From an optimization exercise on the open Yosys and OpenROAD flow, aimed at small area, a short achievable clock period and few clock cycles per item; shortcuts taken in it are not production practice. In this exercise RTL edits were held to simulation tests only and were not proved equivalent to the original. Power figures rest on the tool's default switching activity, not on a simulated workload.

== try-cedar ==
==> flow/design.v (excerpt) <==
module ex_muldiv_unit (
   input  logic        clk,
   input  logic        resetN,
   input  logic        startIn,
   input  logic [2:0]  func3,
   input  logic [31:0] reg1Value,
   input  logic [31:0] reg2Value,
   input  logic [4:0]  rd,
   input  logic        killIn,
   input  logic        stallIn,
   output logic        busyOut,
   output logic        doneOut,
   output logic [31:0] resultOut,
   output logic [4:0]  rdOut
);
Size: about 3100 cells after synthesis, ~160 flip-flops, roughly 120 I/O pins, roughly 24000 sq um of cells after synthesis.
Settings: LEC_CHECK=0, CAP_MARGIN=20, CORE_MARGIN=2, CORE_UTILIZATION=40, GPL_TIMING_DRIVEN=1, PLACE_DENSITY=0.6, SETUP_SLACK_MARGIN=1.5, SLEW_MARGIN=20; clock period 6.0 ns.
standard.sh (not shown) runs the stock make flow with config.mk's settings and CLKGATE_MAP_FILE= SYNTH_SCRIPT=/design/flow/synth_recipe.tcl, a recipe that flattens the netlist after the stock synthesis.
==> flow/flow/run.sh <==
#!/bin/bash
# The standard layout, with buf_2 cells as the port buffers in place of the
# default pick. Make's full output goes to flow_make.log here; each ORFS step
# keeps its own log under orfs/logs.
set -euo pipefail
bash standard.sh 'BUFFER_PORTS_ARGS=-buffer_cell sky130_fd_sc_hd__buf_2' finish > flow_make.log 2>&1
try-cedar: full flow OK, the timing, DRC and antenna checks passed
Testbench counts of try-cedar, summed over its fixed seeds: cycles 21,081, items 3,200.
Relative to try-cedar, the following input files were edited for try-willow:
- SETUP_SLACK_MARGIN: 1.5 -> 1.8
- ABC_AREA: unset -> 1
==> flow/run.sh (new file) <==
#!/bin/bash
# synth_recipe.tcl (not shown) runs the flow's synth.tcl, then flattens the netlist and writes it again
# the make line also repeats each setting of config.mk as NAME=value (left out here)
make -C /OpenROAD-flow-scripts/flow DESIGN_CONFIG=/design/flow/config.mk WORK_HOME=/design/flow/orfs CLKGATE_MAP_FILE= SYNTH_SCRIPT=/design/flow/synth_recipe.tcl finish
removed: flow/flow/run.sh
removed: flow/standard.sh
==> results.txt <==
- try-willow finished every stage and its layout cleared the timing, DRC and antenna checks.
- try-willow reports a lower ratio of cells with drive above 1 in the final layout than try-cedar does.
- Relative to try-cedar, critical path depth increased by 5 in try-willow.
- Relative to try-cedar, post-route met1 wirelength has increased by 17% in try-willow.
--- input diff try-willow..try-tundra ---
- removing ABC_AREA (formerly 1)
[summary]
The sum of net half-perimeters after detailed placement reported for try-tundra is smaller than that of try-willow by 10%. Run comparison: try-tundra type of the setup path with the least slack reg -> reg; try-willow type of the setup path with the least slack in -> reg. Looking at utilization, try-tundra sits 2.4 points above try-willow. Clock skew (try-tundra over try-willow): increase, 0.0077 ns. The overall global routing resource usage on try-willow is in line with that on try-tundra. try-willow: flow completed, timing, DRC and antenna clean. try-tundra completed every stage of the flow, and the final layout passed the timing, DRC and antenna checks.
### try-tundra -> try-fjord
- changing SETUP_SLACK_MARGIN from 1.8 to 1.2
==> comparison <==
All of try-tundra and try-fjord finish clean.
[compare] base=try-tundra new=try-fjord: synthesized cell count comparable; number of cells in the design after placement saw little to no change; instance area at placement now sits higher.

* * *

ex_muldiv_unit, a different RTL version from the one above (not shown whole).
Size in the first run: ~3,800 cells after synthesis, ~160 flip-flops, ~24,000 µm² of cells after synthesis.
// ex_muldiv_unit
module ex_muldiv_unit (
   input  logic        clk,
   input  logic        resetN,
   input  logic        startIn,
   input  logic [2:0]  func3,
   input  logic [31:0] reg1Value,
   input  logic [31:0] reg2Value,
   input  logic [4:0]  rd,
   input  logic        killIn,
   input  logic        stallIn,
   output logic        busyOut,
   output logic        doneOut,
   output logic [31:0] resultOut,
   output logic [4:0]  rdOut
);
   localparam logic [2:0] S_MUL = 3'd0, S_DIV = 3'd1, S_FIX = 3'd2, S_DPREP = 3'd3, S_MOVE = 3'd4;
   logic [2:0]  state;
   logic [2:0]  op;
   logic [32:0] M;       
   logic [33:0] B;       
   logic        sb;      
   logic [63:0] acc;     
   logic [1:0]  adj;     
   logic [4:0]  cnt;     
   logic [5:0]  bsel;    
   logic        negq, negr;
   assign resultOut = acc[31:0];
   function automatic logic [32:0] neg33(input logic [32:0] x);
      neg33[0] = x[0];
      for (int i = 1; i < 33; i++)
         neg33[i] = x[i] ^ (|(x & ((33'd1 << i) - 33'd1)));
   endfunction
   function automatic logic [4:0] tpos(input logic [31:0] x);
      logic [31:0] v;
      logic [4:0]  q [32];
      for (int i = 0; i < 32; i++) begin v[i] = x[i]; q[i] = 5'd0; end
      for (int l = 0; l < 5; l++)
         for (int g = 0; g < (16 >> l); g++) begin
            q[g] = v[2*g+1] ? (q[2*g+1] | 5'(1 << l)) : q[2*g];
            v[g] = v[2*g+1] | v[2*g];
         end
      tpos = q[0];
   endfunction
   function automatic logic [31:0] lowmask(input logic [31:0] x);
      logic [31:0] m;
      m = x;
      for (int k = 1; k < 32; k = k * 2) m = m | (m >> k);
      lowmask = m;
   endfunction
   function automatic logic [16:0] digflags(input logic [32:0] x);
      logic [34:0] w;
      w = {x[32], x, 1'b0};
      digflags = '0;
      for (int i = 1; i < 17; i++)
         digflags[i] = (w[2*i +: 3] != 3'b000) && (w[2*i +: 3] != 3'b111);
   endfunction
   function automatic logic [8:0] pairmask(input logic [32:0] x);
      logic [17:0] f;
      logic [8:0]  pf, pm;
      f = {1'b0, digflags(x)};
      f[0] = 1'b1;
      for (int p = 0; p < 9; p++) pf[p] = f[2*p] | f[2*p+1];
      pm = pf;
      for (int k = 1; k < 9; k = k * 2) pm = pm | (pm >> k);
      pairmask = pm;
   endfunction
   function automatic logic [4:0] onehotwin(input logic [32:0] x, input logic [8:0] oh);
      logic [36:0] w;
  ...
Settings: LEC_CHECK=0, ABC_AREA=1, CAP_MARGIN=0, CORE_MARGIN=2, CORE_UTILIZATION=40, GPL_TIMING_DRIVEN=1, PLACE_DENSITY=0.6, SETUP_SLACK_MARGIN=1.7, SLEW_MARGIN=0; clock period 6.0 ns.
==> flow/flow/run.sh <==
#!/bin/bash
# The standard layout, with buf_2 cells as the port buffers in place of the
# default pick. Make's full output goes to flow_make.log here; each ORFS step
# keeps its own log under orfs/logs.
set -euo pipefail
bash standard.sh 'BUFFER_PORTS_ARGS=-buffer_cell sky130_fd_sc_hd__buf_2' finish > flow_make.log 2>&1
Testbench counts at the start, summed over its fixed seeds: cycles 21,081, items 3,200.
Next try:
--- a/flow/config.mk
+++ b/flow/config.mk
@@ -7,9 +7,9 @@
 export LEC_CHECK = 0
 export ABC_AREA = 1
-export CAP_MARGIN = 0
+export CAP_MARGIN = 20
 export CORE_MARGIN = 2
 export CORE_UTILIZATION = 40
 export GPL_TIMING_DRIVEN = 1
 export PLACE_DENSITY = 0.6
-export SETUP_SLACK_MARGIN = 1.7
-export SLEW_MARGIN = 0
+export SETUP_SLACK_MARGIN = 2.1
+export SLEW_MARGIN = 20
Result: Die area stays the same. Total power came out higher by 6.3%. Sequential share of layout area came out lower by 0.98 points. Count of clock-buffer cells in the layout came out higher by 2. Core utilization came out higher by 2.4 points. Worst setup slack gets better by 130 ps. Register-to-register slack gets better by 130 ps. Cell area came out higher by 5.6%.
Next try:
--- a/flow/config.mk
+++ b/flow/config.mk
@@ -12,4 +12,4 @@
 export GPL_TIMING_DRIVEN = 1
 export PLACE_DENSITY = 0.6
-export SETUP_SLACK_MARGIN = 2.1
+export SETUP_SLACK_MARGIN = 1.8
 export SLEW_MARGIN = 20
Outcome: Global-route usage came out higher by 0.85 points; design area came out lower by 4.4%; synthesized area is unchanged.
Next try:
--- a/flow/config.mk
+++ b/flow/config.mk
@@ -7,9 +7,9 @@
 export LEC_CHECK = 0
 export ABC_AREA = 1
-export CAP_MARGIN = 20
+export CAP_MARGIN = 0
 export CORE_MARGIN = 2
-export CORE_UTILIZATION = 40
+export CORE_UTILIZATION = 30
 export GPL_TIMING_DRIVEN = 1
 export PLACE_DENSITY = 0.6
 export SETUP_SLACK_MARGIN = 1.8
-export SLEW_MARGIN = 20
+export SLEW_MARGIN = 0
Total power increases by 2.6%.
Global-route usage decreases by 6.0 points.
Worst setup slack gets better by 54 ps.
Clock power decreases by about 4%.
Design area increases by 3.3%.
Wire length increases by 9.7%.
Fmax increases by 1.3%.

* * *

Starting RTL as in the previous note.
export LEC_CHECK = 0
export ABC_AREA = 1
export CAP_MARGIN = 0
export CORE_MARGIN = 2
export CORE_UTILIZATION = 40
export GPL_TIMING_DRIVEN = 1
export PLACE_DENSITY = 0.6
export SETUP_SLACK_MARGIN = 2.1
export SLEW_MARGIN = 0
create_clock -name core_clock -period 6.0 [get_ports {clk}]
Scripts as last shown in full above: flow/flow/run.sh
The baseline finished with timing, DRC and antenna clean.
Testbench counts at the start, summed over its fixed seeds: cycles 21,081, items 3,200.
Rerun with:
Settings changed: CORE_UTILIZATION 40 to 50, PLACE_DENSITY 0.6 to 0.7, SETUP_SLACK_MARGIN 2.1 to 1.8.
Core utilization climbs by 8.8 points.
Via count stays flat.
Synthesized cell count does not change.
Final area drops by about 4%.
Final cell count drops by 4.3%.
Rerun with:
==> flow/flow/run.sh (replaced) <==
#!/bin/bash
# The standard layout, with buf_4 cells as the port buffers in place of the
# default pick. Make's full output goes to flow_make.log here; each ORFS step
# keeps its own log under orfs/logs.
set -euo pipefail
bash standard.sh 'BUFFER_PORTS_ARGS=-buffer_cell sky130_fd_sc_hd__buf_4' finish > flow_make.log 2>&1
Settings changed: CORE_UTILIZATION 50 to 40, PLACE_DENSITY 0.7 to 0.6, SETUP_SLACK_MARGIN 1.8 to 1.95.
The changed run went through all stages and came out clean.
Hold slack gains 7.7 ps.
Clock power went down by about 7%.
Synthesized area does not change.
Synthesized cell count is unchanged.
Die area went up by about 25%.
Rerun with:
==> flow/flow/run.sh (replaced) <==
#!/bin/bash
# The standard layout, with buf_2 cells as the port buffers in place of the
# default pick. Make's full output goes to flow_make.log here; each ORFS step
# keeps its own log under orfs/logs.
set -euo pipefail
bash standard.sh 'BUFFER_PORTS_ARGS=-buffer_cell sky130_fd_sc_hd__buf_2' finish > flow_make.log 2>&1
Settings changed: SETUP_SLACK_MARGIN 1.95 to 1.8.
=> The changed run went through all stages and came out clean. Clock-buffer cell count stays the same. Hold slack is worse by 7.3 ps. Design area fell by a few percent. Routed wire length rose slightly. Global-route usage rose by 0.41 points. Via count fell slightly. Setup slack is worse by 98 ps. Synthesized cell count stays the same. Cell count hardly moves. Synthesized area does not change.

==> static timing again, ports no longer ideal <==
How much do the figures lean on ideal ports? The routed layouts below were timed once more, with nothing changed but the port constraints. Step 1, drivers: a clkbuf_16 drives clk and a buf_2 each remaining input, both assumed. Step 2 moves the port delays by t, midway between the first and last clock arrival at a register: inputs arrive t later, outputs are due t later. That takes back most of the time a late clock gives input paths. Slacks: ideal ports / drivers / drivers and shift; pairs: ideal ports / drivers.
| run | shift t [ns] | slack for setup (ns) | hold WS [ns] | cell pins on the clock port's net |
|---|---|---|---|---|
| try-cedar | 0.544 | 1.399 / 1.435 / 0.892 | 0.664 / 0.664 / 0.664 | 1 |
| try-willow | 0.544 | 1.863 / 1.888 / 1.363 | 0.551 / 0.551 / 0.551 | 1 |
| try-tundra | 0.550 | 1.599 / 1.599 / 1.264 | 0.652 / 0.652 / 0.652 | 1 |
| try-fjord | 0.558 | 1.045 / 1.078 / 0.520 | 0.686 / 0.686 / 0.686 | 1 |
| the first run of note 2 | 0.563 | 1.681 / 1.681 / 1.275 | 0.521 / 0.521 / 0.521 | 1 |
| the second run of note 2 | 0.560 | 1.809 / 1.809 / 1.610 | 0.513 / 0.513 / 0.513 | 1 |
| the third run of note 2 | 0.557 | 1.719 / 1.757 / 1.200 | 0.517 / 0.517 / 0.517 | 1 |
| the fourth run of note 2 | 0.538 | 1.772 / 1.790 / 1.253 | 0.508 / 0.508 / 0.508 | 1 |
| the first run of note 3 | 0.562 | 1.890 / 1.890 / 1.597 | 0.513 / 0.513 / 0.513 | 1 |
| the second run of note 3 | 0.557 | 1.772 / 1.772 / 1.428 | 0.517 / 0.517 / 0.517 | 1 |
| the third run of note 3 | 0.559 | 1.863 / 1.863 / 1.561 | 0.525 / 0.525 / 0.525 | 1 |
| the fourth run of note 3 | 0.557 | 1.765 / 1.803 / 1.246 | 0.517 / 0.517 / 0.517 | 1 |
After both steps every run listed still meets setup and hold. For try-fjord, which loses most, drivers alone change the setup slack by +0.033 ns; drivers and shift together by -0.525 ns.
